What follows belongs to an exercise in optimizing a design on an open flow for small area; a production flow would make more cautious choices. Where RTL was checked, it was by simulation tests only, not by an equivalence proof against the original. No activity file was given, so power comes from the tool's default toggle rates.

==> build 20: inputs <==
==> flow/design.v <==
`timescale 1ns/1ps
`default_nettype none
package seqPkg;
	localparam int ADDR_W     = 16;
	localparam int DATA_W     = 32;
	localparam int DELAY_TRIM = 4;	 
	typedef enum logic [7:0] {
		PP_NOP     = 8'h00,
		PP_LDWR    = 8'h01,	 
		PP_LDWI    = 8'h03,	 
		PP_STWR    = 8'h04,	 
		PP_STWI    = 8'h05,	 
		PP_LDINDF  = 8'h06,	 
		PP_STINDF  = 8'h07,	 
		PP_CLRW    = 8'h08,
		PP_CMP     = 8'h09,
		PP_CMPI    = 8'h0a,
		PP_JMP     = 8'h10,
		PP_JMPZ    = 8'h11,
		PP_JMPNZ   = 8'h12,
		PP_JMPG    = 8'h13,
		PP_JMPL    = 8'h14,
		PP_JMPGE   = 8'h15,
		PP_JMPLE   = 8'h16,
		PP_ANDW    = 8'h17,
		PP_ADDW    = 8'h19,
		PP_ADDI    = 8'h21,
		PP_INC     = 8'h23,
		PP_INCI    = 8'h24,
		PP_DEC     = 8'h25,
		PP_DECI    = 8'h26,
		PP_SUB     = 8'h29,
		PP_SUBI    = 8'h31,
		PP_SHL     = 8'h33,
		PP_SHR     = 8'h35,
		PP_DELAY   = 8'h42,
		PP_WAITL   = 8'h44,
		PP_COUNT   = 8'h45,
		PP_SHUTTER = 8'h52,
		PP_STOP    = 8'hFF
	} opcode_e;
	typedef enum logic [1:0] {CF_EQ = 2'h0, CF_G = 2'h1, CF_L = 2'h2, CF_UNK = 2'h3} cmpFlag_e;
	typedef enum logic {RUN_IDLE, RUN_ACTIVE} runState_e;
	typedef enum logic [1:0] {EX_IDLE, EX_EXEC, EX_WAIT} execState_e;
	typedef enum logic [1:0] {WAIT_DELAY, WAIT_LINE, WAIT_COUNT} waitKind_e;
	typedef struct packed {
		opcode_e           op;
		logic [7:0]        reserved;
		logic [ADDR_W-1:0] addr;
	} instrAddr_t;
	typedef struct packed {
		opcode_e     op;
		logic        direct;	 
		logic [22:0] value;
	} instrDirect_t;
	typedef union packed {
		instrAddr_t   a;
		instrDirect_t d;
	} instrWord_t;
	typedef struct packed {
		logic              re;
		logic              we;
		logic [ADDR_W-1:0] addr;
		logic [DATA_W-1:0] wrData;
	} memReq_t;
endpackage
`default_nettype wire
`timescale 1ns/1ps
`default_nettype none
module seqTop #(
	parameter logic [seqPkg::ADDR_W-1:0] START_ADDR_RESET = 16'hFFFF
) (
	input  logic              wClk_i,
	input  logic              rst_i,
	input  logic [seqPkg::ADDR_W-1:0] startAddr_i,
	input  logic              startTrig_i,
	input  logic              stopTrig_i,
	input  logic              lineTrig_i,
	input  logic              pmt_i,
	input  logic [seqPkg::DATA_W-1:0] memRdData_i,
	output logic              busy_o,
	output logic [seqPkg::ADDR_W-1:0] memAddr_o,
	output logic [seqPkg::DATA_W-1:0] memWrData_o,
	output logic              memWe_o,
	output logic [7:0]        shutter_o
);
	logic        run;		 
	logic [15:0] pc;
	logic        iv;		 
	logic        dropRd;	 
	logic        fdv;		 
	logic        edv;		 
	logic [31:0] ib;		 
	logic        exS;		 
	logic        wtS;		 
	logic [31:0] wReg;		 
	logic [15:0] iReg;
	logic [1:0]  cmpFlag;	 
	logic        wb;		 
	logic        kLine;		 
	logic        kCnt;		 
	logic [31:0] cntN;		 
	logic [7:0]  op;
	assign op = ib[31:24];
	function automatic logic [31:0] inc32(input logic [31:0] x);
		logic c;
		c = 1'b1;
		for (int k = 0; k < 32; k++)
		begin
			inc32[k] = x[k] ^ c;
			c = c & x[k];
		end
	endfunction
	function automatic logic [15:0] inc16(input logic [15:0] x);
		logic c;
		c = 1'b1;
		for (int k = 0; k < 16; k++)
		begin
			inc16[k] = x[k] ^ c;
			c = c & x[k];
		end
	endfunction
	function automatic logic is(input logic [7:0] o, input logic [7:0] v);
		is = (o == v);
	endfunction
	logic dLd, dLdInd, dClr, dCmp, dCmpI, dAnd, dAdd, dSub, dAddI, dSubI, dInc, dDec, dIncI, dDecI;
	logic dShl, dShr, dDelay, dWaitL, dCount, dShut, dStore, dUseI, dStInd, dStop;
	logic rdOp, runsAlu, isWait, jt;
	assign dLd    = is(op, 8'h01) | is(op, 8'h03);
	assign dLdInd = is(op, 8'h06);
	assign dClr   = is(op, 8'h08);
	assign dCmp   = is(op, 8'h09);
	assign dCmpI  = is(op, 8'h0a);
	assign dAnd   = is(op, 8'h17);
	assign dAdd   = is(op, 8'h19);
	assign dAddI  = is(op, 8'h21);
	assign dInc   = is(op, 8'h23);
	assign dIncI  = is(op, 8'h24);
	assign dDec   = is(op, 8'h25);
	assign dDecI  = is(op, 8'h26);
	assign dSub   = is(op, 8'h29);
	assign dSubI  = is(op, 8'h31);
	assign dShl   = is(op, 8'h33);
	assign dShr   = is(op, 8'h35);
	assign dDelay = is(op, 8'h42);
	assign dWaitL = is(op, 8'h44);
	assign dCount = is(op, 8'h45);
	assign dShut  = is(op, 8'h52);
	assign dStop  = is(op, 8'hFF);
	assign dStore = is(op, 8'h04) | is(op, 8'h05) | is(op, 8'h07);
	assign dStInd = is(op, 8'h07);
	assign dUseI  = is(op, 8'h03) | is(op, 8'h05);
	assign rdOp   = dLd | dLdInd | dCmp | dCmpI | dAnd | dAdd | dAddI | dSub | dSubI |
	                dShl | dShr | dDelay | dCount | dShut;
	assign runsAlu = rdOp | dClr | dInc | dDec | dIncI | dDecI | dWaitL;
	assign isWait = dDelay | dWaitL | dCount;
	always_comb
	begin
		case (op)
			8'h10:   jt = 1'b1;
			8'h11:   jt = cmpFlag == 2'd0;
			8'h12:   jt = cmpFlag == 2'd1 || cmpFlag == 2'd2;
			8'h13:   jt = cmpFlag == 2'd1;
			8'h14:   jt = cmpFlag == 2'd2;
			8'h15:   jt = cmpFlag == 2'd0 || cmpFlag == 2'd1;
			8'h16:   jt = cmpFlag == 2'd0 || cmpFlag == 2'd2;
			default: jt = 1'b0;
		endcase
	end
	logic take, redirect, stopNow, eRe, eWe, eOwn, fRe, fGrant, loadWord;
	assign take     = ~exS & ~wtS & iv;
	assign redirect = take & jt;
	assign stopNow  = stopTrig_i | (take & dStop);
	assign eRe      = take & rdOp & ~ib[23];
	assign eWe      = take & dStore;
	assign eOwn     = eRe | eWe;
	assign fRe      = run & (~iv | take) & ~fdv;
	assign fGrant   = fRe & ~eOwn;
	assign loadWord = fdv & ~dropRd & run;
	assign busy_o      = run;
	assign memWe_o     = eWe;
	assign memAddr_o   = eOwn ? (dUseI ? iReg : ib[15:0]) : pc;
	assign memWrData_o = dStInd ? {16'h0, iReg} : wReg;
	always_ff @(posedge wClk_i)
	begin
		if (rst_i)
		begin
			run    <= 1'b0;
			iv     <= 1'b0;
			dropRd <= 1'b0;
			fdv    <= 1'b0;
			edv    <= 1'b0;
		end
		else
		begin
			dropRd <= redirect & fGrant;
			fdv    <= fGrant;
			edv    <= eRe;
			if (!run)
				run <= startTrig_i;
			else if (stopNow)
				run <= 1'b0;
			if (run & stopNow)
				iv <= 1'b0;
			else if (loadWord)
				iv <= 1'b1;
			else if (take)
				iv <= 1'b0;
		end
	end
	always_ff @(posedge wClk_i)
	begin
		if (!run)
			pc <= startAddr_i;
		else if (redirect)
			pc <= ib[15:0];
		else if (fGrant)
			pc <= pc + 16'd1;
	end
	always_ff @(posedge wClk_i)
	begin
		if (loadWord)
			ib <= memRdData_i;
	end
	logic [31:0] operand;
	assign operand = edv ? memRdData_i : {9'h0, ib[22:0]};
	logic        useI, useB, inv, cin;
	logic [31:0] aIn, bIn;
	logic [32:0] sum;
	logic        c16, zLo, zHi;
	logic        cntRun;
	assign cntRun = wb & kCnt;
	assign useI = dAddI | dSubI | dIncI | dDecI | dCmpI;
	assign useB = dAdd | dSub | dCmp | dAddI | dSubI | dCmpI | dAnd;
	assign inv  = exS & (dSub | dCmp | dSubI | dCmpI | dDec | dDecI);
	assign cin  = exS ? (dSub | dCmp | dSubI | dCmpI | dInc | dIncI) : pmt_i;
	assign aIn  = {wReg[31:16], (exS & useI) ? iReg : wReg[15:0]};
	assign bIn  = ((exS & useB) ? operand : 32'h0) ^ {32{inv}};
	assign sum  = {1'b0, aIn} + {1'b0, bIn} + {32'h0, cin};
	assign c16  = sum[16] ^ aIn[16] ^ bIn[16];
	assign zLo  = sum[15:0] == 16'h0;
	assign zHi  = sum[31:16] == 16'h0;
	logic [31:0] shIn, shOut, shRes;
	logic        shBig;
	always_comb
	begin
		for (int k = 0; k < 32; k++)
			shIn[k] = dShr ? wReg[31-k] : wReg[k];
		shOut = shIn << operand[4:0];
		for (int k = 0; k < 32; k++)
			shRes[k] = dShr ? shOut[31-k] : shOut[k];
	end
	assign shBig = |operand[31:5];
	logic [1:0] newFlag;
	always_comb
	begin
		if (dCmpI)
			newFlag = zLo ? 2'd0 : (c16 ? 2'd1 : 2'd2);
		else
			newFlag = (zLo & zHi) ? 2'd0 : (sum[32] ? 2'd1 : 2'd2);
	end
	always_ff @(posedge wClk_i)
	begin
		if (rst_i)
		begin
			exS       <= 1'b0;
			wtS       <= 1'b0;
			wReg      <= 32'h0;
			iReg      <= 16'h0;
			cmpFlag   <= 2'd3;
			shutter_o <= 8'h00;
		end
		else
		begin
			exS <= take & runsAlu;
			if (exS)
				wtS <= isWait;
			else if (!wb)
				wtS <= 1'b0;
			if (exS)
			begin
				if (dLd)
					wReg <= operand;
				else if (dClr | dCount)
					wReg <= 32'h0;
				else if (dAnd)
					wReg <= aIn & bIn;
				else if (dAdd | dSub | dInc | dDec)
					wReg <= sum[31:0];
				else if (dShl | dShr)
					wReg <= shBig ? 32'h0 : shRes;
				if (dLdInd)
					iReg <= operand[15:0];
				else if (dAddI | dSubI | dIncI | dDecI)
					iReg <= sum[15:0];
				if (dCmp | dCmpI)
					cmpFlag <= newFlag;
				if (dShut)
					shutter_o <= operand[7:0];
			end
			else if (cntRun)
				wReg <= sum[31:0];
		end
	end
	logic cntEnd, waitStart, nz, gt4;
	assign waitStart = exS & isWait;
	assign nz     = |operand;
	assign gt4    = (|operand[31:3]) | (operand[2] & (operand[1] | operand[0]));
	assign cntEnd = (&cntN[31:3]) & (cntN[2] == kCnt) & cntN[1] & ~cntN[0];
	always_ff @(posedge wClk_i)
	begin
		if (rst_i)
			wb <= 1'b0;
		else if (waitStart)
			wb <= dWaitL | (dCount ? nz : gt4);
		else if (wb)
		begin
			if (kLine)
				wb <= ~lineTrig_i;
			else if (cntEnd)
				wb <= 1'b0;
		end
	end
	always_ff @(posedge wClk_i)
	begin
		if (waitStart)
		begin
			kLine <= dWaitL;
			kCnt  <= dCount;
		end
	end
	always_ff @(posedge wClk_i)
	begin
		if (waitStart)
			cntN <= ~operand;
		else
			cntN <= inc32(cntN);
	end
endmodule
`default_nettype wire
==> flow/flow/run.sh <==
#!/bin/bash
# Own layout flow: the standard ORFS flow (standard.sh) with
#  - Yosys's ABC mapping run with flow/area.abc instead of ORFS's speed script
#    (registers are mapped before ABC runs, so they are the standard synthesis's),
#  - sky130_fd_sc_hd__buf_1 as the port buffer,
#  - CTS without dummy loads, with clkbuf_8 below a clkbuf_16 root,
#  - timing-driven global placement that does not keep its resizer changes.
# Each step's full output is in orfs/logs/; make's output is in flow.log.
set -euo pipefail
HERE=$PWD
export MY_ABC_SCRIPT=$HERE/flow/area.abc
{
	cat <<'EOT'
proc abc {args} {
	set i [lsearch $args -script]
	if {$i >= 0} { lset args [expr {$i + 1}] $::env(MY_ABC_SCRIPT) }
	yosys abc {*}$args
}
EOT
	cat synth_recipe.tcl
} > my_synth.tcl
sed "s#SYNTH_SCRIPT=[^ ]*#SYNTH_SCRIPT=$HERE/my_synth.tcl#" standard.sh > my_standard.sh
export BUFFER_PORTS_ARGS="-buffer_cell sky130_fd_sc_hd__buf_1"
export CTS_ARGS="-sink_clustering_enable -repair_clock_nets -dont_use_dummy_load -root_buf sky130_fd_sc_hd__clkbuf_16 -buf_list sky130_fd_sc_hd__clkbuf_8"
export GPL_KEEP_OVERFLOW=0
bash my_standard.sh > flow.log 2>&1
==> flow/flow/area.abc <==
strash
&get -n
&fraig -x
&put
scorr
dc2
balance
rewrite
refactor
balance
rewrite
rewrite -z
balance
refactor -z
rewrite -z
balance
strash
&get -n
&dch -f
&nf -p -R 1000
&put
buffer -c
topo
stime -c
upsize -c
dnsize -c
==> flow/standard.sh <==
#!/bin/bash
# synth_recipe.tcl (not shown) runs the flow's synth.tcl, then flattens the netlist and writes it again
# the make line also repeats each setting of config.mk as NAME=value (left out here)
make -C /OpenROAD-flow-scripts/flow DESIGN_CONFIG=/design/flow/config.mk WORK_HOME=/design/flow/orfs CLKGATE_MAP_FILE= SYNTH_SCRIPT=/design/flow/synth_recipe.tcl "${@:-finish}"
==> flow/config.mk <==
export PLATFORM = sky130hd
export DESIGN_NAME = seqTop
export DESIGN_NICKNAME = seqTop
export VERILOG_FILES = /design/flow/design.v
export SDC_FILE = /design/flow/constraint.sdc
export NUM_CORES = 4
export LEC_CHECK = 0
export CAP_MARGIN = 20
export CORE_MARGIN = 2
export CORE_UTILIZATION = 40
export SLEW_MARGIN = 20
==> flow/constraint.sdc <==
create_clock -name core_clock -period 8.0 [get_ports {wClk_i}]
set_input_delay 1.6000 -clock core_clock [delete_from_list [all_inputs] [get_ports {wClk_i}]]
set_output_delay 1.6000 -clock core_clock [all_outputs]
set_load 0.01 [all_outputs]
==> build 73: changes against build 20 <==
--- a/flow/design.v
+++ b/flow/design.v
@@ -251,6 +251,15 @@
 			shRes[k] = dShr ? shOut[31-k] : shOut[k];
 	end
 	assign shBig = |operand[31:5];
+	logic        selLd, selAnd, selSum, selSh, selHold;
+	logic [31:0] wNext;
+	assign selLd   = exS & dLd;
+	assign selAnd  = exS & dAnd;
+	assign selSum  = (exS & (dAdd | dSub | dInc | dDec)) | cntRun;
+	assign selSh   = exS & (dShl | dShr) & ~shBig;
+	assign selHold = exS ? ~(dLd | dClr | dCount | dAnd | dAdd | dSub | dInc | dDec | dShl | dShr) : ~cntRun;
+	assign wNext   = ({32{selLd}} & operand) | ({32{selAnd}} & aIn & bIn) | ({32{selSum}} & sum[31:0]) |
+	                 ({32{selSh}} & shRes) | ({32{selHold}} & wReg);
 	logic [1:0] newFlag;
 	always_comb
 	begin
@@ -277,18 +286,9 @@
 				wtS <= isWait;
 			else if (!wb)
 				wtS <= 1'b0;
+			wReg <= wNext;
 			if (exS)
 			begin
-				if (dLd)
-					wReg <= operand;
-				else if (dClr | dCount)
-					wReg <= 32'h0;
-				else if (dAnd)
-					wReg <= aIn & bIn;
-				else if (dAdd | dSub | dInc | dDec)
-					wReg <= sum[31:0];
-				else if (dShl | dShr)
-					wReg <= shBig ? 32'h0 : shRes;
 				if (dLdInd)
 					iReg <= operand[15:0];
 				else if (dAddI | dSubI | dIncI | dDecI)
@@ -298,8 +298,6 @@
 				if (dShut)
 					shutter_o <= operand[7:0];
 			end
-			else if (cntRun)
-				wReg <= sum[31:0];
 		end
 	end
 	logic cntEnd, waitStart, nz, gt4;
--- a/flow/flow/run.sh
+++ b/flow/flow/run.sh
@@ -3,8 +3,7 @@
 #  - Yosys's ABC mapping run with flow/area.abc instead of ORFS's speed script
 #    (registers are mapped before ABC runs, so they are the standard synthesis's),
 #  - sky130_fd_sc_hd__buf_1 as the port buffer,
-#  - CTS without dummy loads, with clkbuf_8 below a clkbuf_16 root,
-#  - timing-driven global placement that does not keep its resizer changes.
+#  - CTS without dummy loads, with clkbuf_8 below a clkbuf_16 root.
 # Each step's full output is in orfs/logs/; make's output is in flow.log.
 set -euo pipefail
 HERE=$PWD
@@ -22,5 +21,4 @@
 sed "s#SYNTH_SCRIPT=[^ ]*#SYNTH_SCRIPT=$HERE/my_synth.tcl#" standard.sh > my_standard.sh
 export BUFFER_PORTS_ARGS="-buffer_cell sky130_fd_sc_hd__buf_1"
 export CTS_ARGS="-sink_clustering_enable -repair_clock_nets -dont_use_dummy_load -root_buf sky130_fd_sc_hd__clkbuf_16 -buf_list sky130_fd_sc_hd__clkbuf_8"
-export GPL_KEEP_OVERFLOW=0
 bash my_standard.sh > flow.log 2>&1
==> summary.txt <==
	build 20	build 73
Run status	complete, no violations	complete, no violations
Share of cell area taken by flip-flops and latches	0.247	0.262
Max-slew headroom	0.146	0.301
Beginning of the worst hold path	wtS	cntN[0]
Net count, final	1811	1786
Min Tclk post-route	7760 ps	7650 ps
Number of setup buffers added after CTS	8	0
Inverters, non-clock	24	41
Worst skew pair latency	410 ps	390 ps
Clock Power	0.479 mW	0.468 mW
Net count after synthesis	1736	1704
Met3 track utilization from global routing	0.0454	0.0384
Reg2reg start	ib[31]	ib[28]
Met3 wire length	3880 µm	3390 µm
Adder-cell area share of the yosys netlist	0.0707	0.0716
Sequential share of power	0.576	0.577
Worst Hold Endpoint	wtS	cntN[0]
Critical path depth in cells	33	29
Simple-gate share of the synthesized area	0.196	0.196
No functional check of the RTL was part of build 73.

[re-timing with driven ports]
In the flow no input, the clock included, has a driving cell. The finished layouts below were timed again as built, in two steps. Step 1 assumes that a clkbuf_16 drives the clock port and a buf_2 every other input. Step 2 also shifts input and output timing later by t, the mid clock arrival at the registers, as if the neighbouring blocks saw the same clock. Slacks: ideal ports / drivers / drivers and shift; pairs: ideal ports / drivers.
run | t (ns) | setup WS [ns] | latest minus earliest clock arrival (ns) | slew at the worst register clock pin (ns)
build 20 | 0.446 | 0.240 / 0.240 / -0.104 | 0.041 / 0.041 | 0.10 / 0.10
build 73 | 0.424 | 0.346 / 0.346 / 0.207 | 0.036 / 0.037 | 0.09 / 0.09
Met with ideal ports but missed after step 2: setup timing in build 20. For build 20, which loses most, drivers alone change the setup slack by 0.000 ns; drivers and shift together by -0.344 ns.
